This is an optimization exercise on Yosys and OpenROAD, whose aim is small area, a short achievable clock period and few clock cycles per item, not a production implementation.
The RTL was checked by simulation tests, not by an equivalence proof against the original design.

## flow/design.v

```verilog
package pps_pkg;
  localparam int NumSlots  = 16;   
  localparam int ValueBits = 16;   
  localparam int NumTest   = 4;    
  localparam int InitSteps = 2;    
endpackage
module pps_cell (
  input  logic [15:0] v_i,
  input  logic [15:0] v3_i,     
  input  logic [15:1] inv_i,
  input  logic [3:0]  sh_i,
  output logic [15:0] q_o,
  output logic        mok_o
);
  logic [15:0] x;
  logic [7:0]  d1, d2, d3;      
  logic [15:0] ra, rb;
  logic [15:0] mask;
  assign x = {inv_i, 1'b1};
  for (genvar j = 0; j < 8; j++) begin : g_dig
    assign d1[j] =  x[2*j] && !x[2*j+1];
    assign d2[j] = !x[2*j] &&  x[2*j+1];
    assign d3[j] =  x[2*j] &&  x[2*j+1];
  end
  logic p1, p2, p3, p4, p5, p6, p7, p8, p9, p10, p11, p12, p13, p14, p15, p16, p17, p18, p19, p20, p21, p22, p23, p24, p25, p26, p27, p28, p29, p30, p31, p32, p33, p34, p35, p36, p37, p38, p39, p40, p41, p42, p43, p44, p45, p46, p47, p48, p49, p50, p51, p52, p53, p54, p55, p56, p57, p58, p59, p60, p61, p62, p63, p64, p65, p66, p67, p68, p69, p70, p71, p72, s73, c74, s75, c76, s77, c78, s79, c80, s81, s82, s83, c84, s85, c86, s87, c88, s89, c90, s91, c92, s93, c94, s95, c96, s97, c98, s99, c100, s101, c102, s103, c104, s105, c106, s107, s108, s109, c110, s111, c112, s113, c114, s115, c116, s117, c118, s119, c120, s121, c122, s123, c124, s125, c126, s127, s128, c129, s130, c131, s132, c133, s134, c135, s136, c137, s138, c139, s140, c141, s142, c143, s144, c145, s146, c147, s148, c149, s150;
  assign p1 = x[1] ? v3_i[0] : v_i[0];
  assign p2 = x[1] ? v3_i[1] : v_i[1];
  assign p3 = x[1] ? v3_i[2] : v_i[2];
  assign p4 = x[1] ? v3_i[3] : v_i[3];
  assign p5 = x[1] ? v3_i[4] : v_i[4];
  assign p6 = x[1] ? v3_i[5] : v_i[5];
  assign p7 = x[1] ? v3_i[6] : v_i[6];
  assign p8 = x[1] ? v3_i[7] : v_i[7];
  assign p9 = x[1] ? v3_i[8] : v_i[8];
  assign p10 = x[1] ? v3_i[9] : v_i[9];
  assign p11 = x[1] ? v3_i[10] : v_i[10];
  assign p12 = x[1] ? v3_i[11] : v_i[11];
  assign p13 = x[1] ? v3_i[12] : v_i[12];
  assign p14 = x[1] ? v3_i[13] : v_i[13];
  assign p15 = x[1] ? v3_i[14] : v_i[14];
  assign p16 = x[1] ? v3_i[15] : v_i[15];
  assign p17 = (d1[1] & v_i[0]) | (d3[1] & v3_i[0]);
  assign p18 = (d1[1] & v_i[1]) | (d2[1] & v_i[0]) | (d3[1] & v3_i[1]);
  assign p19 = (d1[1] & v_i[2]) | (d2[1] & v_i[1]) | (d3[1] & v3_i[2]);
  assign p20 = (d1[1] & v_i[3]) | (d2[1] & v_i[2]) | (d3[1] & v3_i[3]);
  assign p21 = (d1[1] & v_i[4]) | (d2[1] & v_i[3]) | (d3[1] & v3_i[4]);
  assign p22 = (d1[1] & v_i[5]) | (d2[1] & v_i[4]) | (d3[1] & v3_i[5]);
  assign p23 = (d1[1] & v_i[6]) | (d2[1] & v_i[5]) | (d3[1] & v3_i[6]);
  assign p24 = (d1[1] & v_i[7]) | (d2[1] & v_i[6]) | (d3[1] & v3_i[7]);
  assign p25 = (d1[1] & v_i[8]) | (d2[1] & v_i[7]) | (d3[1] & v3_i[8]);
  assign p26 = (d1[1] & v_i[9]) | (d2[1] & v_i[8]) | (d3[1] & v3_i[9]);
  assign p27 = (d1[1] & v_i[10]) | (d2[1] & v_i[9]) | (d3[1] & v3_i[10]);
  assign p28 = (d1[1] & v_i[11]) | (d2[1] & v_i[10]) | (d3[1] & v3_i[11]);
  assign p29 = (d1[1] & v_i[12]) | (d2[1] & v_i[11]) | (d3[1] & v3_i[12]);
  assign p30 = (d1[1] & v_i[13]) | (d2[1] & v_i[12]) | (d3[1] & v3_i[13]);
  assign p31 = (d1[2] & v_i[0]) | (d3[2] & v3_i[0]);
  assign p32 = (d1[2] & v_i[1]) | (d2[2] & v_i[0]) | (d3[2] & v3_i[1]);
  assign p33 = (d1[2] & v_i[2]) | (d2[2] & v_i[1]) | (d3[2] & v3_i[2]);
  assign p34 = (d1[2] & v_i[3]) | (d2[2] & v_i[2]) | (d3[2] & v3_i[3]);
  assign p35 = (d1[2] & v_i[4]) | (d2[2] & v_i[3]) | (d3[2] & v3_i[4]);
  assign p36 = (d1[2] & v_i[5]) | (d2[2] & v_i[4]) | (d3[2] & v3_i[5]);
  assign p37 = (d1[2] & v_i[6]) | (d2[2] & v_i[5]) | (d3[2] & v3_i[6]);
  assign p38 = (d1[2] & v_i[7]) | (d2[2] & v_i[6]) | (d3[2] & v3_i[7]);
  assign p39 = (d1[2] & v_i[8]) | (d2[2] & v_i[7]) | (d3[2] & v3_i[8]);
  assign p40 = (d1[2] & v_i[9]) | (d2[2] & v_i[8]) | (d3[2] & v3_i[9]);
  assign p41 = (d1[2] & v_i[10]) | (d2[2] & v_i[9]) | (d3[2] & v3_i[10]);
  assign p42 = (d1[2] & v_i[11]) | (d2[2] & v_i[10]) | (d3[2] & v3_i[11]);
  assign p43 = (d1[3] & v_i[0]) | (d3[3] & v3_i[0]);
  assign p44 = (d1[3] & v_i[1]) | (d2[3] & v_i[0]) | (d3[3] & v3_i[1]);
  assign p45 = (d1[3] & v_i[2]) | (d2[3] & v_i[1]) | (d3[3] & v3_i[2]);
  assign p46 = (d1[3] & v_i[3]) | (d2[3] & v_i[2]) | (d3[3] & v3_i[3]);
  assign p47 = (d1[3] & v_i[4]) | (d2[3] & v_i[3]) | (d3[3] & v3_i[4]);
  assign p48 = (d1[3] & v_i[5]) | (d2[3] & v_i[4]) | (d3[3] & v3_i[5]);
  assign p49 = (d1[3] & v_i[6]) | (d2[3] & v_i[5]) | (d3[3] & v3_i[6]);
  assign p50 = (d1[3] & v_i[7]) | (d2[3] & v_i[6]) | (d3[3] & v3_i[7]);
  assign p51 = (d1[3] & v_i[8]) | (d2[3] & v_i[7]) | (d3[3] & v3_i[8]);
  assign p52 = (d1[3] & v_i[9]) | (d2[3] & v_i[8]) | (d3[3] & v3_i[9]);
  assign p53 = (d1[4] & v_i[0]) | (d3[4] & v3_i[0]);
  assign p54 = (d1[4] & v_i[1]) | (d2[4] & v_i[0]) | (d3[4] & v3_i[1]);
  assign p55 = (d1[4] & v_i[2]) | (d2[4] & v_i[1]) | (d3[4] & v3_i[2]);
  assign p56 = (d1[4] & v_i[3]) | (d2[4] & v_i[2]) | (d3[4] & v3_i[3]);
  assign p57 = (d1[4] & v_i[4]) | (d2[4] & v_i[3]) | (d3[4] & v3_i[4]);
  assign p58 = (d1[4] & v_i[5]) | (d2[4] & v_i[4]) | (d3[4] & v3_i[5]);
  assign p59 = (d1[4] & v_i[6]) | (d2[4] & v_i[5]) | (d3[4] & v3_i[6]);
  assign p60 = (d1[4] & v_i[7]) | (d2[4] & v_i[6]) | (d3[4] & v3_i[7]);
  assign p61 = (d1[5] & v_i[0]) | (d3[5] & v3_i[0]);
  assign p62 = (d1[5] & v_i[1]) | (d2[5] & v_i[0]) | (d3[5] & v3_i[1]);
  assign p63 = (d1[5] & v_i[2]) | (d2[5] & v_i[1]) | (d3[5] & v3_i[2]);
  assign p64 = (d1[5] & v_i[3]) | (d2[5] & v_i[2]) | (d3[5] & v3_i[3]);
  assign p65 = (d1[5] & v_i[4]) | (d2[5] & v_i[3]) | (d3[5] & v3_i[4]);
  assign p66 = (d1[5] & v_i[5]) | (d2[5] & v_i[4]) | (d3[5] & v3_i[5]);
  assign p67 = (d1[6] & v_i[0]) | (d3[6] & v3_i[0]);
  assign p68 = (d1[6] & v_i[1]) | (d2[6] & v_i[0]) | (d3[6] & v3_i[1]);
  assign p69 = (d1[6] & v_i[2]) | (d2[6] & v_i[1]) | (d3[6] & v3_i[2]);
  assign p70 = (d1[6] & v_i[3]) | (d2[6] & v_i[2]) | (d3[6] & v3_i[3]);
  assign p71 = (d1[7] & v_i[0]) | (d3[7] & v3_i[0]);
  assign p72 = (d1[7] & v_i[1]) | (d2[7] & v_i[0]) | (d3[7] & v3_i[1]);
  assign s73 = p13 ^ p27;
  assign c74 = p13 & p27;
  assign s75 = p14 ^ p28 ^ p40;
  assign c76 = (p14 & p28) | (p14 & p40) | (p28 & p40);
  assign s77 = p15 ^ p29 ^ p41;
  assign c78 = (p15 & p29) | (p15 & p41) | (p29 & p41);
  assign s79 = p51 ^ p59;
  assign c80 = p51 & p59;
  assign s81 = p16 ^ p30 ^ p42;
  assign s82 = p52 ^ p60 ^ p66;
  assign s83 = p9 ^ p23;
  assign c84 = p9 & p23;
  assign s85 = p10 ^ p24 ^ p36;
  assign c86 = (p10 & p24) | (p10 & p36) | (p24 & p36);
  assign s87 = p11 ^ p25 ^ p37;
  assign c88 = (p11 & p25) | (p11 & p37) | (p25 & p37);
  assign s89 = p47 ^ p55;
  assign c90 = p47 & p55;
  assign s91 = p12 ^ p26 ^ p38;
  assign c92 = (p12 & p26) | (p12 & p38) | (p26 & p38);
  assign s93 = p48 ^ p56 ^ p62;
  assign c94 = (p48 & p56) | (p48 & p62) | (p56 & p62);
  assign s95 = s73 ^ p39 ^ p49;
  assign c96 = (s73 & p39) | (s73 & p49) | (p39 & p49);
  assign s97 = p57 ^ p63 ^ p67;
  assign c98 = (p57 & p63) | (p57 & p67) | (p63 & p67);
  assign s99 = s75 ^ p50 ^ p58;
  assign c100 = (s75 & p50) | (s75 & p58) | (p50 & p58);
  assign s101 = p64 ^ p68 ^ c74;
  assign c102 = (p64 & p68) | (p64 & c74) | (p68 & c74);
  assign s103 = s77 ^ s79 ^ p65;
  assign c104 = (s77 & s79) | (s77 & p65) | (s79 & p65);
  assign s105 = p69 ^ p71 ^ c76;
  assign c106 = (p69 & p71) | (p69 & c76) | (p71 & c76);
  assign s107 = s81 ^ s82 ^ p70;
  assign s108 = p72 ^ c78 ^ c80;
  assign s109 = p7 ^ p21;
  assign c110 = p7 & p21;
  assign s111 = p8 ^ p22 ^ p34;
  assign c112 = (p8 & p22) | (p8 & p34) | (p22 & p34);
  assign s113 = s83 ^ p35 ^ p45;
  assign c114 = (s83 & p35) | (s83 & p45) | (p35 & p45);
  assign s115 = s85 ^ p46 ^ p54;
  assign c116 = (s85 & p46) | (s85 & p54) | (p46 & p54);
  assign s117 = s87 ^ s89 ^ p61;
  assign c118 = (s87 & s89) | (s87 & p61) | (s89 & p61);
  assign s119 = s91 ^ s93 ^ c88;
  assign c120 = (s91 & s93) | (s91 & c88) | (s93 & c88);
  assign s121 = s95 ^ s97 ^ c92;
  assign c122 = (s95 & s97) | (s95 & c92) | (s97 & c92);
  assign s123 = s99 ^ s101 ^ c96;
  assign c124 = (s99 & s101) | (s99 & c96) | (s101 & c96);
  assign s125 = s103 ^ s105 ^ c100;
  assign c126 = (s103 & s105) | (s103 & c100) | (s105 & c100);
  assign s127 = s107 ^ s108 ^ c104;
  assign s128 = p5 ^ p19;
  assign c129 = p5 & p19;
  assign s130 = p6 ^ p20 ^ p32;
  assign c131 = (p6 & p20) | (p6 & p32) | (p20 & p32);
  assign s132 = s109 ^ p33 ^ p43;
  assign c133 = (s109 & p33) | (s109 & p43) | (p33 & p43);
  assign s134 = s111 ^ p44 ^ c110;
  assign c135 = (s111 & p44) | (s111 & c110) | (p44 & c110);
  assign s136 = s113 ^ p53 ^ c112;
  assign c137 = (s113 & p53) | (s113 & c112) | (p53 & c112);
  assign s138 = s115 ^ c84 ^ c114;
  assign c139 = (s115 & c84) | (s115 & c114) | (c84 & c114);
  assign s140 = s117 ^ c86 ^ c116;
  assign c141 = (s117 & c86) | (s117 & c116) | (c86 & c116);
  assign s142 = s119 ^ c90 ^ c118;
  assign c143 = (s119 & c90) | (s119 & c118) | (c90 & c118);
  assign s144 = s121 ^ c94 ^ c120;
  assign c145 = (s121 & c94) | (s121 & c120) | (c94 & c120);
  assign s146 = s123 ^ c98 ^ c122;
  assign c147 = (s123 & c98) | (s123 & c122) | (c98 & c122);
  assign s148 = s125 ^ c102 ^ c124;
  assign c149 = (s125 & c102) | (s125 & c124) | (c102 & c124);
  assign s150 = s127 ^ c106 ^ c126;
  assign ra = {s150, s148, s146, s144, s142, s140, s138, s136, s134, s132, s130, s128, p4, p3, p2, p1};
  assign rb = {c149, c147, c145, c143, c141, c139, c137, c135, c133, c131, c129, p31, p18, p17, 1'b0, 1'b0};
  assign q_o   = ra + rb;
  assign mask  = ~(16'hffff << sh_i);
  assign mok_o = (v_i & mask) == 16'h0;
endmodule
module pipelined_prime_sieve (
  input  logic                          clk_i,
  input  logic                          rst_ni,
  input  logic                          in_valid_i,
  output logic                          in_stall_o,
  input  logic [pps_pkg::ValueBits-1:0] in_value_i,
  output logic                          out_valid_o,
  input  logic                          out_stall_i,
  output logic [pps_pkg::ValueBits-1:0] out_prime_value_o,
  output logic                          out_overflow_o
);
  localparam int NS = pps_pkg::NumSlots;
  localparam int T  = pps_pkg::NumTest;
  localparam int G  = NS / T;
  localparam int K  = pps_pkg::InitSteps;
  localparam int NC = (15 + K - 1) / K;    
  localparam int XW = NC * K;              
  localparam int CW = (NC > 1) ? $clog2(NC) : 1;
  localparam bit PreBypass = 1'b1;
  logic [NS-1:0][15:1] inv_q;
  logic [NS-1:0][14:0] lim_q;
  logic [NS-1:0][3:0]  sh_q;
  logic [NS-1:0]       filled_q;    
  logic                pend_q;      
  logic [NS-1:0]       top_slot;    
  assign top_slot = filled_q & ~{1'b0, filled_q[NS-1:1]};
  logic        b_valid_q, p_valid_q, q_valid_q, r_valid_q;
  logic [15:0] b_v_q, p_v_q, p_v3_q, q_v_q, r_v_q, p_nv;
  logic [7:0]  q_q0h_q;           
  logic        q_lel0_q;          
  logic        q_ok0_q;           
  logic        acc, alive_in, q_drop, p_go;
  logic [15:0] p_q0;
  logic        p_mok0;
  assign in_stall_o = b_valid_q;
  assign acc        = in_valid_i && !b_valid_q;
  assign alive_in   = |in_value_i[15:1];
  pps_cell u_pre (
    .v_i   (p_v_q),
    .v3_i  (p_v3_q),
    .inv_i (inv_q[0]),
    .sh_i  (sh_q[0]),
    .q_o   (p_q0),
    .mok_o (p_mok0)
  );
  logic [7:0] lim0h;
  assign lim0h  = {lim_q[0][14] & lim_q[0][13], lim_q[0][14:8]};
  assign q_drop = q_ok0_q &&
      ((q_q0h_q < lim0h) || ((q_q0h_q == lim0h) && q_lel0_q));
  logic         a_valid_q, a_old_q, a_last_q;
  logic [15:0]  a_v_q, a_v3_q;      
  logic [G-1:0] a_goh_q;            
  logic [T-1:0][15:1] a_inv_q;
  logic [T-1:0][14:0] s_lim;         
  logic [T-1:0][3:0]  s_sh;
  logic [T-1:0]       a_fil_q, a_wt_q;
  always_comb begin
    for (int t = 0; t < T; t++) begin
      s_lim[t] = '0;
      s_sh[t]  = '0;
      for (int g = 0; g < G; g++) begin
        if (a_goh_q[g]) begin
          s_lim[t] = s_lim[t] | lim_q[g*T+t];
          s_sh[t]  = s_sh[t]  | sh_q[g*T+t];
        end
      end
    end
  end
  logic [T-1:0][15:0] q_t;
  logic [T-1:0]       mok_t;
  for (genvar t = 0; t < T; t++) begin : g_test
    pps_cell u_cell (
      .v_i   (a_v_q),
      .v3_i  (a_v3_q),
      .inv_i (a_inv_q[t]),
      .sh_i  (s_sh[t]),
      .q_o   (q_t[t]),
      .mok_o (mok_t[t])
    );
  end
  logic         d_valid_q, d_old_q, d_div, d_wt_q, d_last_q;
  logic [T-1:0][7:0]  d_qh_q;       
  logic [T-1:0][7:0]  d_lh_q;       
  logic [T-1:0]       d_lel_q;      
  logic [T-1:0]       d_ok_q;       
  logic [T-1:0]       d_div_t;
  for (genvar t = 0; t < T; t++) begin : g_cmp
    assign d_div_t[t] = d_ok_q[t] &&
        ((d_qh_q[t] < d_lh_q[t]) || ((d_qh_q[t] == d_lh_q[t]) && d_lel_q[t]));
  end
  assign d_div = |d_div_t;
  logic [15:0]  d_v_q;
  logic [G-1:0] d_goh_q;
  logic         st_q;               
  logic         st2_q;              
  logic         pass, surv, drop, depart, keep, adv, store, out_ok;
  logic         n_valid, take;
  logic [15:0]  n_v;
  assign out_ok = !out_valid_q || !out_stall_i;
  assign pass   = d_valid_q && !d_div && !d_wt_q && !st_q && !st2_q;
  assign surv   = pass && d_last_q && d_old_q && out_ok;
  assign drop   = d_valid_q && d_div;
  assign depart = drop || surv;
  assign keep   = d_valid_q && !depart;
  assign adv    = pass && !d_last_q;
  assign store  = surv && !filled_q[NS-1];
  logic q_fwd, e_from_r, e_from_q, e_from_p, r_free, q_free, q_to_r, p_to_q;
  logic [15:0] n_v3;
  assign take     = !keep;           
  assign q_fwd    = q_valid_q && !q_drop;
  assign e_from_r = take && r_valid_q;
  assign e_from_q = take && !r_valid_q && q_fwd;
  assign e_from_p = PreBypass && take && !r_valid_q && !q_fwd && p_valid_q;
  assign r_free   = !r_valid_q || e_from_r;
  assign q_to_r   = q_fwd && !e_from_q && r_free;
  assign q_free   = !q_valid_q || q_drop || e_from_q || q_to_r;
  assign p_to_q   = p_valid_q && !e_from_p && q_free;
  assign p_go     = !p_valid_q || e_from_p || p_to_q;    
  assign n_valid  = r_valid_q || q_fwd || (PreBypass && p_valid_q);
  assign n_v      = r_valid_q ? r_v_q : q_fwd ? q_v_q : p_v_q;
  assign n_v3     = n_v + {n_v[14:0], 1'b0};
  assign p_nv     = b_valid_q ? b_v_q : in_value_i;
  logic [G-1:0] n_goh;
  logic         n_last;
  logic [T-1:0][15:1] n_inv;
  logic [T-1:0]       n_fil, n_wt;
  assign n_goh = !keep ? G'(1) : adv ? {d_goh_q[G-2:0], 1'b0} : d_goh_q;
  always_comb begin
    n_last = 1'b1;
    for (int g = 0; g < G - 1; g++) begin
      if (n_goh[g]) n_last = !filled_q[(g+1)*T];
    end
    for (int t = 0; t < T; t++) begin
      n_inv[t] = '0;
      n_fil[t] = 1'b0;
      n_wt[t]  = 1'b0;
      for (int g = 0; g < G; g++) begin
        if (n_goh[g]) begin
          n_inv[t] = n_inv[t] | inv_q[g*T+t];
          n_fil[t] = n_fil[t] | filled_q[g*T+t];
          n_wt[t]  = n_wt[t]  | (pend_q && top_slot[g*T+t]);
        end
      end
    end
  end
  always_ff @(posedge clk_i or negedge rst_ni) begin
    if (!rst_ni) begin
      b_valid_q <= 1'b0;
      p_valid_q <= 1'b0;
      q_valid_q <= 1'b0;
      r_valid_q <= 1'b0;
      a_valid_q <= 1'b0;
      a_old_q   <= 1'b0;
      a_goh_q   <= G'(1);
      d_valid_q <= 1'b0;
      d_old_q   <= 1'b0;
      st_q      <= 1'b0;
      st2_q     <= 1'b0;
    end else begin
      st_q      <= store;
      st2_q     <= st_q;
      d_valid_q <= a_valid_q;
      d_old_q   <= a_old_q || (d_old_q && depart);
      d_goh_q   <= a_goh_q;
      a_goh_q   <= n_goh;
      if (keep) begin
        a_valid_q <= 1'b1;
        a_old_q   <= d_old_q;
      end else begin
        a_valid_q <= n_valid;
        a_old_q   <= !a_valid_q;
      end
      if (r_free) r_valid_q <= q_to_r;
      if (q_free) q_valid_q <= p_to_q;
      if (p_go) begin
        p_valid_q <= b_valid_q || (acc && alive_in);
        b_valid_q <= 1'b0;
      end else if (acc && alive_in) begin
        b_valid_q <= 1'b1;
      end
    end
  end
  always_ff @(posedge clk_i) begin
    d_v_q    <= a_v_q;
    for (int t = 0; t < T; t++) begin
      d_qh_q[t]  <= q_t[t][15:8];
      d_lh_q[t]  <= {s_lim[t][14] & s_lim[t][13], s_lim[t][14:8]};
      d_lel_q[t] <= q_t[t][7:0] <= s_lim[t][7:0];
    end
    d_ok_q   <= a_fil_q & ~a_wt_q & mok_t;
    d_wt_q   <= |(a_fil_q & a_wt_q);
    d_last_q <= a_last_q;
    a_last_q <= n_last;
    a_inv_q  <= n_inv;
    a_fil_q  <= n_fil;
    a_wt_q   <= n_wt;
    if (keep) begin
      a_v_q  <= d_v_q;
      a_v3_q <= d_v_q + {d_v_q[14:0], 1'b0};
    end else begin
      a_v_q  <= n_v;
      a_v3_q <= n_v3;
    end
    if (r_free) begin
      r_v_q  <= q_v_q;
    end
    if (q_free) begin
      q_v_q   <= p_v_q;
      q_q0h_q  <= p_q0[15:8];
      q_lel0_q <= p_q0[7:0] <= lim_q[0][7:0];
      q_ok0_q <= filled_q[0] && !(pend_q && top_slot[0]) && p_mok0;
    end
    if (p_go) begin
      p_v_q  <= p_nv;
      p_v3_q <= p_nv + {p_nv[14:0], 1'b0};
    end
    if (acc) b_v_q <= in_value_i;
  end
  logic        out_valid_q;
  logic [15:0] out_value_q;
  logic        out_ovf_q;
  always_ff @(posedge clk_i or negedge rst_ni) begin
    if (!rst_ni) begin
      out_valid_q <= 1'b0;
    end else if (surv) begin
      out_valid_q <= 1'b1;
    end else if (!out_stall_i) begin
      out_valid_q <= 1'b0;
    end
  end
  always_ff @(posedge clk_i) begin
    if (out_ok) begin
      out_value_q <= d_v_q;
      out_ovf_q   <= filled_q[NS-1];
    end
  end
  assign out_valid_o       = out_valid_q;
  assign out_prime_value_o = out_value_q;
  assign out_overflow_o    = out_ovf_q;
  logic          i_norm_q, i_calc_q, i_done_q, i_sync_q;
  logic [15:0]   i_m_q;
  logic [3:0]    i_s_q;
  logic [15:0]   i_e_q;
  logic [17:0]   i_r_q;     
  logic [XW-1:0] i_x_q, i_l_q;
  logic [CW-1:0] i_c_q;
  logic          odep_q;     
  logic          o_valid, i_free, i_last;
  logic          ld_spec, ld_st, ld, wr_fin;
  logic [15:0]   o_v, ld_v;
  logic [15:0]   e_n;
  logic [17:0]   r_n;
  logic [K-1:0]  xb, lb;
  logic [XW-1:0] x_fin, l_fin;
  logic [14:0]   w_inv, w_lim;
  assign o_valid = (d_valid_q && d_old_q) || (a_valid_q && a_old_q);
  assign o_v     = (d_valid_q && d_old_q) ? d_v_q : a_v_q;
  assign i_last  = i_calc_q && (i_c_q == CW'(NC - 1));
  assign wr_fin  = pend_q && (i_done_q || i_last);
  assign i_free  = !pend_q || wr_fin;
  assign ld_st   = st_q && !i_sync_q;
  assign ld_spec = !ld_st && i_free && o_valid && (odep_q || !i_sync_q);
  assign ld      = ld_spec || ld_st;
  assign ld_v    = ld_st ? out_value_q : o_v;
  always_comb begin
    logic [16:0] es;
    e_n = i_e_q;
    r_n = i_r_q;
    for (int k = 0; k < K; k++) begin
      xb[k] = e_n[0];
      es    = {1'b0, e_n} + (e_n[0] ? {1'b0, i_m_q} : 17'h0);
      e_n   = es[16:1];
      if (!r_n[17]) r_n = {r_n[16:0], 1'b1} - {2'b0, i_m_q};
      else          r_n = {r_n[16:0], 1'b1} + {2'b0, i_m_q};
      lb[K-1-k] = !r_n[17];
    end
  end
  assign x_fin = {xb, i_x_q[XW-1:K]};
  assign l_fin = {i_l_q[XW-K-1:0], lb};
  assign w_inv = i_last ? x_fin[14:0] : i_x_q[14:0];
  assign w_lim = i_last ? l_fin[XW-1 -: 15] : i_l_q[XW-1 -: 15];
  always_ff @(posedge clk_i or negedge rst_ni) begin
    if (!rst_ni) begin
      i_norm_q <= 1'b0;
      i_calc_q <= 1'b0;
      i_done_q <= 1'b0;
      i_sync_q <= 1'b0;
      odep_q   <= 1'b0;
      pend_q   <= 1'b0;
      filled_q <= '0;
    end else begin
      odep_q <= depart && d_old_q;
      if (store) begin
        pend_q   <= 1'b1;
        filled_q <= {filled_q[NS-2:0], 1'b1};
      end else if (wr_fin) begin
        pend_q   <= 1'b0;
      end
      if (ld) begin
        i_sync_q <= ld_spec;
        i_norm_q <= !ld_v[0];
        i_calc_q <= ld_v[0];
        i_done_q <= 1'b0;
      end else begin
        if (odep_q) i_sync_q <= 1'b0;
        if (i_norm_q && i_m_q[1]) begin
          i_norm_q <= 1'b0;
          i_calc_q <= 1'b1;
        end
        if (i_last) begin
          i_calc_q <= 1'b0;
          i_done_q <= 1'b1;
        end
      end
    end
  end
  always_ff @(posedge clk_i) begin
    if (ld) begin
      i_m_q <= ld_v;
      i_s_q <= '0;
      i_e_q <= {1'b0, ld_v[15:1]};
      i_r_q <= 18'd1;
      i_c_q <= '0;
    end else if (i_norm_q) begin
      i_m_q <= {1'b0, i_m_q[15:1]};
      i_s_q <= i_s_q + 4'd1;
      i_e_q <= {2'b0, i_m_q[15:2]};
    end else if (i_calc_q) begin
      i_e_q <= e_n;
      i_r_q <= r_n;
      i_c_q <= i_c_q + CW'(1);
      i_x_q <= x_fin;
      i_l_q <= l_fin;
    end
  end
  for (genvar k = 0; k < NS; k++) begin : g_slot
    always_ff @(posedge clk_i) begin
      if (wr_fin && top_slot[k]) begin
        inv_q[k] <= w_inv;
        lim_q[k] <= w_lim;
        sh_q[k]  <= i_s_q;
      end
    end
  end
endmodule
```

## flow/run.sh

```bash
#!/bin/bash
# synth_recipe.tcl (not shown) runs the flow's synth.tcl, then flattens the netlist and writes it again
# the make line also repeats each setting of config.mk as NAME=value (left out here)
make -C /OpenROAD-flow-scripts/flow DESIGN_CONFIG=/design/flow/config.mk WORK_HOME=/design/flow/orfs CLKGATE_MAP_FILE= SYNTH_SCRIPT=/design/flow/synth_recipe.tcl finish
```

## flow/config.mk

```make
export PLATFORM = sky130hd
export DESIGN_NAME = pipelined_prime_sieve
export DESIGN_NICKNAME = pipelined_prime_sieve
export VERILOG_FILES = /design/flow/design.v
export SDC_FILE = /design/flow/constraint.sdc
export NUM_CORES = 4
export LEC_CHECK = 0
export CAP_MARGIN = 20
export CORE_MARGIN = 2
export CORE_UTILIZATION = 40
export CTS_BUF_LIST = sky130_fd_sc_hd__clkbuf_8
export SETUP_SLACK_MARGIN = 2.5
export SLEW_MARGIN = 20
```

## flow/constraint.sdc

```tcl
create_clock -name core_clock -period 7.0 [get_ports {clk_i}]
set_input_delay 1.4000 -clock core_clock [delete_from_list [all_inputs] [get_ports {clk_i}]]
set_output_delay 1.4000 -clock core_clock [all_outputs]
set_load 0.01 [all_outputs]
```

==> results.py, run 1 <==
metrics = {
    "outcome": {
        "status": "no timing/DRC/antenna violations",
    },
    "clock_network": {
        "path_clk_slew_ns": 0.06,
        "cts_root_buffer": "clkbuf_8",
        "clock_latency_ns": 0.91,
        "cts_sinks": 970,
        "numCtsBuffers": 161,
        "cts_max_path_buffers": 3,
        "htreeDepth": 4,
        "cts_tree": "built",
    },
    "sta": {
        "setup-violations-final": 0,
        "fin_ws_ns": 2.59,
        "period_needed_ns": 4.41,
        "maxSlewViolCount": 0,
        "rsz0062_at_grt": "true",
        "finClkSkew_ns": 0.0528,
        "holdWs_ns": 0.330,
        "min_period_over_period_pct": 62.9,
        "setup_tns_ns": 0,
        "timing.fmax_mhz": 227,
        "worstMarginPinSlew_ns": 1.04,
        "hold_viol_final": 0,
        "slew-limit-headroom_pct": 30.6,
    },
    "global_routing": {
        "grt_antenna_before_repair": 6,
        "grt_pass1_vias": 37900,
        "grt_pass1_wl_mm": 240,
        "grt_use_total_pct": 22.5,
        "grt_max_degree": 63,
        "grt_overflow": 0,
    },
    "place": {
        "gp_congestion": 0.896,
        "portBuffers": 38,
        "dp.cells": 6309,
        "placed_area_um2": 57300,
        "place_hpwl_mm": 105,
        "preCtsSetupSlack_ns": 1.97,
    },
    "synth": {
        "synthSimpleGateAreaFrac_pct": 8.14,
        "synth_nets": 5193,
        "synth_xor_area_share_pct": 3.39,
        "synth_flop_cell": "edfxtp_1",
        "synth_cells": 4699,
        "ys_seq_area_share_pct": 48.7,
        "synth_top_family_by_area": "compound AO/OA/AOI/OAI gates",
        "synth_compound_area_share_pct": 14.6,
        "async_flop_share_pct": 3.81,
        "synthAdderAreaFrac_pct": 13.1,
        "yosysWarnings": 1,
        "synth_edf_count": 717,
        "synthMuxAreaShare_pct": 8.10,
        "ys_ff_latch": 970,
        "netlist_area_um2": 55000,
        "yosysUniqueCellTypes": 93,
        "syn_area_per_cell_um2": 11.7,
    },
    "worst_setup_path": {
        "crit_path_end_kind": "flop",
        "path_cells": "inv_1 -> ha_1 -> nor2b_1 -> o21a_1 -> o21a_1 -> o21ai_1 -> a31oi_2 -> o22ai_1 -> nor3_2 -> buf_4 -> nand2b_1 -> inv_2 -> buf_4 -> a222oi_1 -> nand2_1",
        "critPathMaxFanout": 31,
        "path_class": "flop to flop",
        "cp_num_buf_inv": 4,
        "slowest_stage": "inv_2",
        "critPathArrivalTime_ns": 5.19,
        "critPathMaxStageDelay_ns": 0.51,
        "critPathRequiredTime_ns": 7.79,
        "cp_top_family": "buffers and inverters",
        "start_kind": "flop",
    },
    "finish": {
        "fillers": 12400,
        "drive_gt1_share_pct": 18.6,
        "layout_common_cells": "717 x edfxtp_1, 351 x mux2_2, 345 x nand2_1",
        "nets": 5246,
        "layout_commonest_cell": "edfxtp_1",
        "areaGrowthSynthToFinish_pct": 12.3,
        "final_cells": 6686,
        "final_core_util_pct": 45.1,
        "design_area_um2": 61800,
    },
    "die": {
        "die_h_um": 375,
        "ios": 39,
        "core_um2": 137000,
        "dieArea_um2": 141000,
        "row_count": 136,
        "die_x_um": 375,
        "initial_core_util_pct": 40.2,
    },
    "routing": {
        "drt_first_pass_iters": 9,
        "wl_per_cell_um": 23.9,
        "antenna_left": 0,
        "via_per_inst": 5.73,
        "drt_iter0_drc": 4108,
        "vias": 38300,
        "drc": 0,
        "drt-total-wl_mm": 160,
    },
    "min_path": {
        "hold_path.class": "flop to flop",
    },
    "flow_run": {
        "drv_cap": 0,
    },
}
-- kinds of logic (layout without fill, tap and decap cells) --
logic type	count (synthesis)	after routing
AO/OA/AOI/OAI	1132	1132
XOR/XNOR	213	213
adder cells (fa/ha/maj)	478	478
buffers and inverters	573	765
flip-flops	970	970
multiplexers	401	401
other	0	1
AND/OR/NAND/NOR	932	932
-- cell usage after synthesis, types with 21 or more instances --
| library cell | count | area [um2] |
|---|---|---|
| edfxtp_1 | 717 | 21500 |
| mux2_2 | 351 | 3950 |
| nand2_1 | 346 | 1300 |
| ha_1 | 311 | 3890 |
| inv_1 | 267 | 1000 |
| clkbuf_1 | 243 | 912 |
| dfxtp_1 | 216 | 4320 |
| a21oi_1 | 206 | 1030 |
| a22o_1 | 199 | 1740 |
| o21ai_0 | 188 | 941 |
| nor2_1 | 173 | 649 |
| a22oi_1 | 163 | 1220 |
| fa_1 | 163 | 3260 |
| xnor2_1 | 155 | 1360 |
| nor2b_1 | 82 | 513 |
| nand3_1 | 76 | 380 |
| and2_1 | 66 | 413 |
| a222oi_1 | 63 | 631 |
| xor2_1 | 58 | 508 |
| a21o_1 | 52 | 390 |
| mux2i_1 | 49 | 490 |
| nor3_1 | 44 | 220 |
| nand2b_1 | 42 | 263 |
| a221oi_1 | 39 | 342 |
| buf_1 | 39 | 146 |
| dfrtp_1 | 36 | 901 |
| o21a_1 | 35 | 263 |
| nand4_1 | 21 | 131 |
| o21bai_1 | 21 | 158 |
-- final cells by class --
type	count	area (um2)	area share (%)
Clock buffer	178	2450	3.96
Inverter	269	1010	1.63
Antenna cell	1	2.50	0.00405
Clock inverter	124	897	1.45
Tap cell	1794	2240	3.63
Multi-Input combinational cell	3156	26700	43.2
Sequential cell	970	26900	43.5
Timing Repair Buffer	194	1670	2.70
-- sequential cells by signal, indices dropped and copies added (netlist names), 18 cells and up --
signal and count:
inv_q 240, lim_q 240, sh_q 64, a_inv_q 60
d_lh_q 32, d_qh_q 32, i_r_q 18
-- final timing paths --
| kind | end | slack, ns | startpoint | cells after the start |
|---|---|---|---|---|
| min in group asynchronous | out_valid_q$_DFFE_PN0P_ | 0.61 | rst_ni | 2 |
| worst min register to register | d_last_q$_DFF_P_ | 0.33 | a_last_q$_DFF_P_ | 0 |
| max in group asynchronous | a_goh_q[2]$_DFF_PN0_ | 5.90 | rst_ni | 2 |
| worst max register to register | a_inv_q[48]$_DFF_P_ | 2.59 | d_lh_q[17]$_DFF_P_ | 15 |
| worst max-delay path | a_inv_q[48]$_DFF_P_ | 2.59 | d_lh_q[17]$_DFF_P_ | 15 |
| worst min-delay path | d_last_q$_DFF_P_ | 0.33 | a_last_q$_DFF_P_ | 0 |
-- routing by layer --
| layer | vias to the layer above | GRT usage (%) | part of all wire (%) |
|---|---|---|---|
| met1 | 19200 | 30.7 | 44 |
| met2 | 1323 | 36.3 | 46 |
| li1 | 17500 | - | - |
| met4 | 0 | 8.75 | 3.5 |
| met3 | 275 | 2.93 | 6.0 |
| met5 | - | 0 | 0 |
-- timing repair --
action | 4_1_cts | 5_1_grt
gates resized for setup | 66 | 112
pin swaps | 6 | 49
hold buffers | 0 | 0
gates cloned | 0 | 1
buffers inserted | 25 | 46
setup endpoints to repair | 60 | 35
Testbench counts, summed over its fixed seeds: cycles 4,157, items 3,080.
==> run 2: changes to the inputs <==
--- a/flow/design.v
+++ b/flow/design.v
@@ -265,7 +265,12 @@
   logic [T-1:0]       d_lel_q;      
   logic [T-1:0]       d_ok_q;       
   logic [T-1:0]       d_div_t;
+  logic [T-1:0][7:0]  n_qh, n_lh;
+  logic [T-1:0]       n_lel;
   for (genvar t = 0; t < T; t++) begin : g_cmp
+    assign n_qh[t]  = q_t[t][15:8];
+    assign n_lh[t]  = {s_lim[t][14] & s_lim[t][13], s_lim[t][14:8]};
+    assign n_lel[t] = q_t[t][7:0] <= s_lim[t][7:0];
     assign d_div_t[t] = d_ok_q[t] &&
         ((d_qh_q[t] < d_lh_q[t]) || ((d_qh_q[t] == d_lh_q[t]) && d_lel_q[t]));
   end
@@ -363,11 +368,9 @@
   end
   always_ff @(posedge clk_i) begin
     d_v_q    <= a_v_q;
-    for (int t = 0; t < T; t++) begin
-      d_qh_q[t]  <= q_t[t][15:8];
-      d_lh_q[t]  <= {s_lim[t][14] & s_lim[t][13], s_lim[t][14:8]};
-      d_lel_q[t] <= q_t[t][7:0] <= s_lim[t][7:0];
-    end
+    d_qh_q   <= n_qh;
+    d_lh_q   <= n_lh;
+    d_lel_q  <= n_lel;
     d_ok_q   <= a_fil_q & ~a_wt_q & mok_t;
     d_wt_q   <= |(a_fil_q & a_wt_q);
     d_last_q <= a_last_q;
==> run 2 against run 1 <==
  * Still clean on timing, DRC and antenna
  * Synthesized cell count fell by 0.32%
  * Cell count fell by 0.54%
  * Critical path type unchanged
  * Highest routed layer unchanged
==> results.py, run 2 <==
metrics = {
    "worst_setup_path": {
        "crit_path_end_kind": "flop",
        "path_class": "flop to flop",
        "critPathMaxFanout": 7,
        "critPathMaxStageDelay_ns": 0.60,
        "critPathRequiredTime_ns": 7.57,
        "r2r_cells": 12,
        "slowest_stage": "edfxtp_1",
        "critPathArrivalTime_ns": 5.03,
        "start_kind": "flop",
        "critPathMostFrequentCell": "fa_1",
        "path_cells": "buf_6 -> mux2_2 -> a22o_1 -> fa_1 -> inv_1 -> fa_1 -> inv_1 -> fa_1 -> fa_1 -> ha_1 -> o41ai_2 -> xnor2_1",
    },
    "die": {
        "core_um2": 136000,
        "initial_core_util_pct": 40.4,
        "die_h_um": 374,
        "dieArea_um2": 140000,
        "row_count": 135,
        "die_x_um": 374,
        "ios": 39,
    },
    "synth": {
        "synthMostInstantiatedCell": "edfxtp_1",
        "synth_top_area_cell": "edfxtp_1",
        "netlist_area_um2": 54900,
        "ys_seq_area_share_pct": 48.8,
        "synth_cells": 4684,
        "synth_flop_cell": "edfxtp_1",
        "synth_nets": 5178,
        "synth_edf_count": 717,
        "ys_ff_latch": 970,
        "synth_area_leaders": "edfxtp_1 39%, dfxtp_1 7.9%, ha_1 7.1%",
        "async_flop_share_pct": 3.81,
        "synthTopCellsByCount": "717 x edfxtp_1, 319 x mux2_2, 313 x nand2_1, 311 x ha_1, 287 x a22oi_1",
        "yosysWarnings": 1,
        "synth_top_area_share_pct": 39.2,
        "syn_area_per_cell_um2": 11.7,
        "yosysUniqueCellTypes": 88,
    },
    "outcome": {
        "status": "no timing/DRC/antenna violations",
    },
    "clock_network": {
        "cts_max_path_buffers": 3,
        "cts_hold_buf": 0,
        "path_clk_slew_ns": 0.06,
        "htreeDepth": 4,
        "cts_sinks": 970,
        "cts_tree": "built",
        "cts_root_buffer": "clkbuf_8",
        "clock_latency_ns": 0.88,
        "numCtsBuffers": 159,
    },
    "sta": {
        "setup-violations-final": 0,
        "min_period_over_period_pct": 63.6,
        "hold_viol_final": 0,
        "worstMarginPinSlew_ns": 1.06,
        "slew-limit-headroom_pct": 29.2,
        "finClkSkew_ns": 0.0580,
        "timing.fmax_mhz": 224,
        "setup_tns_ns": 0,
        "holdWs_ns": 0.335,
        "rsz0062_at_grt": "true",
        "period_needed_ns": 4.45,
        "maxSlewViolCount": 0,
        "fin_ws_ns": 2.55,
    },
    "routing": {
        "drc": 0,
        "vias": 38600,
        "drt_first_pass_iters": 6,
        "via_per_inst": 5.80,
        "wl_per_cell_um": 24.6,
        "antenna_left": 0,
        "drt-total-wl_mm": 163,
        "drt_iter0_drc": 3807,
    },
    "place": {
        "preCtsSetupSlack_ns": 1.40,
        "dp.cells": 6289,
        "placed_area_um2": 57200,
        "place_hpwl_mm": 109,
        "gp_congestion": 0.871,
        "portBuffers": 38,
    },
    "finish": {
        "layout_common_cells": "717 x edfxtp_1, 317 x mux2_2, 312 x nand2_1",
        "drive_gt1_share_pct": 17.7,
        "final_cells": 6650,
        "design_area_um2": 61600,
        "final_core_util_pct": 45.4,
        "largestRegisters": "inv_q: 240 flops, lim_q: 240 flops, sh_q: 64 flops",
        "areaGrowthSynthToFinish_pct": 12.3,
        "layout_commonest_cell": "edfxtp_1",
        "nets": 5227,
    },
    "global_routing": {
        "grt_overflow": 0,
        "grt_max_degree": 51,
        "grt_use_total_pct": 22.9,
        "grt_antenna_before_repair": 3,
        "grt_pass1_vias": 37700,
        "grt_pass1_wl_mm": 243,
    },
    "min_path": {
        "hold_path_depth": 0,
        "hold_path.class": "flop to flop",
    },
    "flow_run": {
        "drv_cap": 0,
    },
}
## run 2: cell count changes in the layout (fill, tap and decap cells not counted), sizes merged, moves of 10 or more
cell / change
o21ai: +13
mux2: -33
a22oi: +124
or3: -10
o21a: -11
inv: -32
a21oi: -20
xnor2: +20
a222oi: -63
nand2: -33
## run 2: logic make-up (layout without fill, tap and decap cells)
group,Yosys count,count (layout),share of synthesized area [%]
xor+xnor,227,227,3.63
mux,371,371,7.49
flops,970,970,48.8
buf+inv,550,731,3.88
compound gates,1189,1189,15.2
fa+ha+maj,478,478,13.1
other cells,0,2,0
simple gates,899,901,7.90
## run 2: path summary, 6_finish.rpt
kind | start | to | slack (ns)
max | inv_q[4]$_DFFE_PP_ | q_q0h_q[6]$_DFFE_PP_ | 2.55
min | a_last_q$_DFF_P_ | d_last_q$_DFF_P_ | 0.34
max reg2reg | inv_q[4]$_DFFE_PP_ | q_q0h_q[6]$_DFFE_PP_ | 2.55
min reg2reg | a_last_q$_DFF_P_ | d_last_q$_DFF_P_ | 0.34
max in group asynchronous | rst_ni | a_goh_q[3]$_DFF_PN0_ | 5.86
min in group asynchronous | rst_ni | i_done_q$_DFFE_PN0P_ | 0.65
## run 2: critical path, delay by kind of cell (launching register included)
| kind | cells | cell delay (ns) |
|---|---|---|
| AOI/OAI and AO/OA | 2 | 0.64 |
| DFF | 1 | 0.60 |
| buffers and inverters | 3 | 0.27 |
| xor gates and xnor gates | 1 | 0.12 |
| muxes | 1 | 0.33 |
| adders and majority gates | 5 | 2.23 |
## run 2: layout make-up
type / count / area, um2
Clock buffer: 183 / 2520
Inverter: 248 / 935
Sequential cell: 970 / 26800
Fill cell: 12400 / 74200
Clock inverter: 112 / 835
Multi-Input combinational cell: 3166 / 26600
Timing Repair Buffer: 188 / 1670
Tap cell: 1781 / 2230
Antenna cell: 2 / 5.00
## run 2: layer usage
layer	wire length, um	global-route usage (%)	part of all wire, %	vias up
li1	-	-	-	17500
met1	71000	31.2	43	19300
met2	75900	36.9	46	1464
met3	11500	4.04	7.0	301
met4	5120	7.53	3.1	0
met5	0	0	0	-
## run 2: what timing repair did
item,CTS,global route
gates resized for setup,50,93
setup buffers,35,27
pin swaps,4,21
gates cloned,2,0
hold endpoints to repair,0,0
setup endpoints to repair,94,26
Testbench counts of run 2, summed over its fixed seeds: cycles 4,157, items 3,080.
==> run 3: changes to the inputs <==
--- a/flow/design.v
+++ b/flow/design.v
@@ -209,6 +209,10 @@
   logic [15:0] b_v_q, p_v_q, p_v3_q, q_v_q, r_v_q, p_nv;
   logic [7:0]  q_q0h_q;           
   logic        q_lel0_q;          
+  logic [7:0]  q_q1h_q;           
+  logic        q_lel1_q, q_ok1_q;
+  logic [15:0] p_q1;
+  logic        p_mok1;
   logic        q_ok0_q;           
   logic        acc, alive_in, q_drop, p_go;
   logic [15:0] p_q0;
@@ -224,10 +228,20 @@
     .q_o   (p_q0),
     .mok_o (p_mok0)
   );
-  logic [7:0] lim0h;
+  pps_cell u_pre1 (
+    .v_i   (p_v_q),
+    .v3_i  (p_v3_q),
+    .inv_i (inv_q[1]),
+    .sh_i  (sh_q[1]),
+    .q_o   (p_q1),
+    .mok_o (p_mok1)
+  );
+  logic [7:0] lim0h, lim1h;
   assign lim0h  = {lim_q[0][14] & lim_q[0][13], lim_q[0][14:8]};
-  assign q_drop = q_ok0_q &&
-      ((q_q0h_q < lim0h) || ((q_q0h_q == lim0h) && q_lel0_q));
+  assign lim1h  = {lim_q[1][14] & lim_q[1][13], lim_q[1][14:8]};
+  assign q_drop = (q_ok0_q &&
+      ((q_q0h_q < lim0h) || ((q_q0h_q == lim0h) && q_lel0_q))) ||
+      (q_ok1_q && ((q_q1h_q < lim1h) || ((q_q1h_q == lim1h) && q_lel1_q)));
   logic         a_valid_q, a_old_q, a_last_q;
   logic [15:0]  a_v_q, a_v3_q;      
   logic [G-1:0] a_goh_q;            
@@ -265,12 +279,7 @@
   logic [T-1:0]       d_lel_q;      
   logic [T-1:0]       d_ok_q;       
   logic [T-1:0]       d_div_t;
-  logic [T-1:0][7:0]  n_qh, n_lh;
-  logic [T-1:0]       n_lel;
   for (genvar t = 0; t < T; t++) begin : g_cmp
-    assign n_qh[t]  = q_t[t][15:8];
-    assign n_lh[t]  = {s_lim[t][14] & s_lim[t][13], s_lim[t][14:8]};
-    assign n_lel[t] = q_t[t][7:0] <= s_lim[t][7:0];
     assign d_div_t[t] = d_ok_q[t] &&
         ((d_qh_q[t] < d_lh_q[t]) || ((d_qh_q[t] == d_lh_q[t]) && d_lel_q[t]));
   end
@@ -368,9 +377,11 @@
   end
   always_ff @(posedge clk_i) begin
     d_v_q    <= a_v_q;
-    d_qh_q   <= n_qh;
-    d_lh_q   <= n_lh;
-    d_lel_q  <= n_lel;
+    for (int t = 0; t < T; t++) begin
+      d_qh_q[t]  <= q_t[t][15:8];
+      d_lh_q[t]  <= {s_lim[t][14] & s_lim[t][13], s_lim[t][14:8]};
+      d_lel_q[t] <= q_t[t][7:0] <= s_lim[t][7:0];
+    end
     d_ok_q   <= a_fil_q & ~a_wt_q & mok_t;
     d_wt_q   <= |(a_fil_q & a_wt_q);
     d_last_q <= a_last_q;
@@ -392,6 +403,9 @@
       q_v_q   <= p_v_q;
       q_q0h_q  <= p_q0[15:8];
       q_lel0_q <= p_q0[7:0] <= lim_q[0][7:0];
+      q_q1h_q  <= p_q1[15:8];
+      q_lel1_q <= p_q1[7:0] <= lim_q[1][7:0];
+      q_ok1_q  <= filled_q[1] && !(pend_q && top_slot[1]) && p_mok1;
       q_ok0_q <= filled_q[0] && !(pend_q && top_slot[0]) && p_mok0;
     end
     if (p_go) begin
--- a/flow/config.mk
+++ b/flow/config.mk
@@ -8,6 +8,5 @@
 export CAP_MARGIN = 20
 export CORE_MARGIN = 2
 export CORE_UTILIZATION = 40
-export CTS_BUF_LIST = sky130_fd_sc_hd__clkbuf_8
 export SETUP_SLACK_MARGIN = 2.5
 export SLEW_MARGIN = 20
==> run 3 against run 2 <==
  * Count of clock-buffer cells in the layout fell by 33
  * Cell area grew 6.8%
  * Non-clock buffer count is 13 higher
  * Critical path depth grew 7
  * Setup slack better by 0.042 ns
  * Critical path type unchanged
  * Die area grew 7.0%
  * Sequential cell count grew 10
  * Hold slack got worse by 0.014 ns
  * Largest cell class is now multi-input combinational cells
  * Critical endpoint is now i_r_q[14]$_SDFFE_PN0P_
  * Cell count grew 7.7%
==> results.py, run 3 <==
metrics = {
    "synth": {
        "synth_cells": 5177,
        "synth_nets": 5737,
        "synth_edf_count": 727,
        "ys_seq_area_share_pct": 46.1,
        "syn_area_per_cell_um2": 11.4,
        "yosysWarnings": 1,
        "async_flop_share_pct": 3.78,
        "synth_top_area_share_pct": 37.1,
        "synthTopCellsByCount": "727 x edfxtp_1, 358 x inv_1, 346 x ha_1, 312 x mux2_2, 305 x o21ai_0",
        "yosysUniqueCellTypes": 91,
        "synth_flop_cell": "edfxtp_1",
        "synth_top_area_cell": "edfxtp_1",
        "ys_ff_latch": 980,
        "synthMostInstantiatedCell": "edfxtp_1",
        "netlist_area_um2": 58800,
        "synth_area_leaders": "edfxtp_1 37%, ha_1 7.4%, dfxtp_1 7.4%",
    },
    "sta": {
        "maxSlewViolCount": 0,
        "period_needed_ns": 4.41,
        "setup_tns_ns": 0,
        "setup-violations-final": 0,
        "slew-limit-headroom_pct": 26.0,
        "finClkSkew_ns": 0.0454,
        "hold_viol_final": 0,
        "timing.fmax_mhz": 227,
        "rsz0062_at_grt": "true",
        "holdWs_ns": 0.321,
        "worstMarginPinSlew_ns": 1.11,
        "min_period_over_period_pct": 63.0,
    },
    "routing": {
        "antenna_left": 0,
        "drt-total-wl_mm": 181,
        "drc": 0,
        "drt_first_pass_iters": 9,
        "wl_per_cell_um": 25.2,
        "vias": 42100,
        "drt_iter0_drc": 4621,
        "via_per_inst": 5.88,
    },
    "worst_setup_path": {
        "critPathMaxStageDelay_ns": 0.47,
        "reg2reg_slack_ns": 2.59,
        "cp_num_buf_inv": 2,
        "path_cells": "buf_4 -> buf_4 -> fa_1 -> nand2b_1 -> a221oi_2 -> nor2_1 -> nand2_1 -> a21oi_1 -> o21bai_1 -> a22oi_1 -> xor2_2 -> ha_2 -> and2_1 -> a22o_1 -> a311oi_2 -> nor2_1 -> mux2_2 -> or3_1 -> nand3_1",
        "critPathArrivalTime_ns": 5.09,
        "slowest_stage": "edfxtp_1",
        "start_kind": "flop",
        "cp_top_family": "compound AO/OA/AOI/OAI gates",
        "critPathMaxFanout": 7,
        "crit_path_end_kind": "flop",
        "critPathRequiredTime_ns": 7.68,
        "path_class": "flop to flop",
    },
    "flow_run": {
        "drv_cap": 0,
    },
    "global_routing": {
        "busiest_layer": "met2",
        "met1_usage_pct": 32.2,
        "grt_max_degree": 72,
        "groute.layer.met2.usage_pct": 38.1,
        "grt_use_total_pct": 23.5,
        "grt_antenna_before_repair": 4,
        "grt_overflow": 0,
        "grt_pass1_vias": 41600,
        "gr-usage-met3_pct": 3.28,
        "grt_pass1_wl_mm": 268,
    },
    "clock_network": {
        "htreeDepth": 3,
        "clock_latency_ns": 0.74,
        "cts_tree": "built",
        "numCtsBuffers": 105,
        "cts_max_path_buffers": 3,
        "cts_sinks": 980,
        "cts_hold_buf": 0,
        "cts_root_buffer": "clkbuf_16",
        "path_clk_slew_ns": 0.07,
    },
    "finish": {
        "fillers": 13400,
        "layout_commonest_cell": "edfxtp_1",
        "nets": 5714,
        "drive_gt1_share_pct": 15.5,
        "final_cells": 7164,
        "largestRegisters": "inv_q: 240 flops, lim_q: 240 flops, sh_q: 64 flops",
        "layout_common_cells": "727 x edfxtp_1, 352 x inv_1, 335 x ha_1",
        "areaGrowthSynthToFinish_pct": 12.0,
    },
    "die": {
        "die_x_um": 387,
        "ios": 39,
        "row_count": 140,
        "core_um2": 146000,
        "dieArea_um2": 150000,
        "initial_core_util_pct": 40.3,
        "die_h_um": 387,
    },
    "outcome": {
        "status": "no timing/DRC/antenna violations",
    },
    "place": {
        "gp_congestion": 0.887,
        "place_hpwl_mm": 122,
        "dp.cells": 6896,
        "portBuffers": 38,
    },
    "min_path": {
        "hold_path.class": "flop to flop",
    },
}
-- run 3: cell count changes in the layout (fill, tap and decap cells not counted), sizes merged, moves of 24 or more --
cell,change
a21oi,+26
inv,+55
xnor2,+24
ha,+35
nor2,+49
o21ai,+99
a22o,-39
a22oi,-133
clkbuf,-32
nand2,-45
a222oi,+64
fa,+31
nor3,+34
mux2i,+110
-- run 3: logic make-up (layout without fill, tap and decap cells) --
| kind of cell | count (synthesis) | count (layout) | share of synthesized area (%) |
|---|---|---|---|
| buffers and inverters | 692 | 761 | 4.50 |
| AO/OA/AOI/OAI | 1273 | 1273 | 15.0 |
| multiplexers | 474 | 474 | 8.73 |
| AND/OR/NAND/NOR | 968 | 968 | 7.99 |
| flip-flops | 980 | 980 | 46.1 |
| adder cells (fa/ha/maj) | 547 | 547 | 14.1 |
| other | 0 | 1 | 0 |
| XOR/XNOR | 243 | 243 | 3.62 |
-- run 3: stage by stage --
stage,cell area [um2],setup WS [ns],utilization [%]
2_1_floorplan,58800,2.60,-
3_3_place_gp,61200,1.92,42.0
3_5_place_dp,61200,1.86,42.0
4_1_cts,65000,2.43,44.6
5_1_grt,65800,2.40,45.2
6_report,65900,2.59,45.2
-- run 3: final timing paths --
| path | from | to | cells after the start |
|---|---|---|---|
| max | i_m_q[1]$_DFFE_PP_ | i_r_q[14]$_SDFFE_PN0P_ | 19 |
| max in group asynchronous | rst_ni | a_goh_q[3]$_DFF_PN0_ | 2 |
| min | a_last_q$_DFF_P_ | d_last_q$_DFF_P_ | 0 |
| min reg2reg | a_last_q$_DFF_P_ | d_last_q$_DFF_P_ | 0 |
| max reg2reg | i_m_q[1]$_DFFE_PP_ | i_r_q[14]$_SDFFE_PN0P_ | 19 |
| min in group asynchronous | rst_ni | b_valid_q$_DFFE_PN0P_ | 2 |
-- run 3: routing by layer --
layer | wire length, um | up-vias
li1 | - | 19000
met1 | 77500 | 21000
met2 | 83000 | 1751
met3 | 13700 | 338
met4 | 6550 | 4
met5 | 20 | -
-- run 3: layout make-up --
class / instances / area [um2] / share of cell area, %
Antenna cell: 1 / 2.50 / 0.00380
Clock buffer: 150 / 3040 / 4.62
Clock inverter: 49 / 494 / 0.751
Inverter: 361 / 1370 / 2.08
Multi-Input combinational cell: 3505 / 29700 / 45.1
Sequential cell: 980 / 27100 / 41.2
Tap cell: 1917 / 2400 / 3.64
Timing Repair Buffer: 201 / 1730 / 2.62
-- run 3: repair_timing --
action / CTS / global route
resized for setup: 57 / 118
cloned: 0 / 1
setup endpoints to repair: 78 / 52
endpoints found under the hold margin: 0 / 0
buffers inserted: 21 / 46
pin swaps: 3 / 38
Testbench counts of run 3, summed over its fixed seeds: cycles 3,880, items 3,080.

==> separate check: timing with driven ports <==
Ports are ideal in the flow. The routed layouts listed here were re-timed in OpenROAD. Step 1, drivers: a clkbuf_16 drives clk_i and a buf_2 each remaining input, both assumed. Step 2 also shifts input and output timing later by t, the mid clock arrival at the registers, as if the neighbouring blocks saw the same clock. a / b / c = no drivers / after step 1 / after step 2; a / b = the first two.
run | shift t [ns] | slack for setup (ns) | pins driven straight from the clock port
run 1 | 0.961 | 2.594 / 2.594 / 2.013 | 1
run 2 | 0.920 | 2.546 / 2.546 / 2.143 | 1
run 3 | 0.795 | 2.587 / 2.587 / 2.053 | 1
After both steps setup and hold are still met in every run listed. For run 1, which loses most, drivers alone change the setup slack by 0.000 ns; drivers and shift together by -0.581 ns.
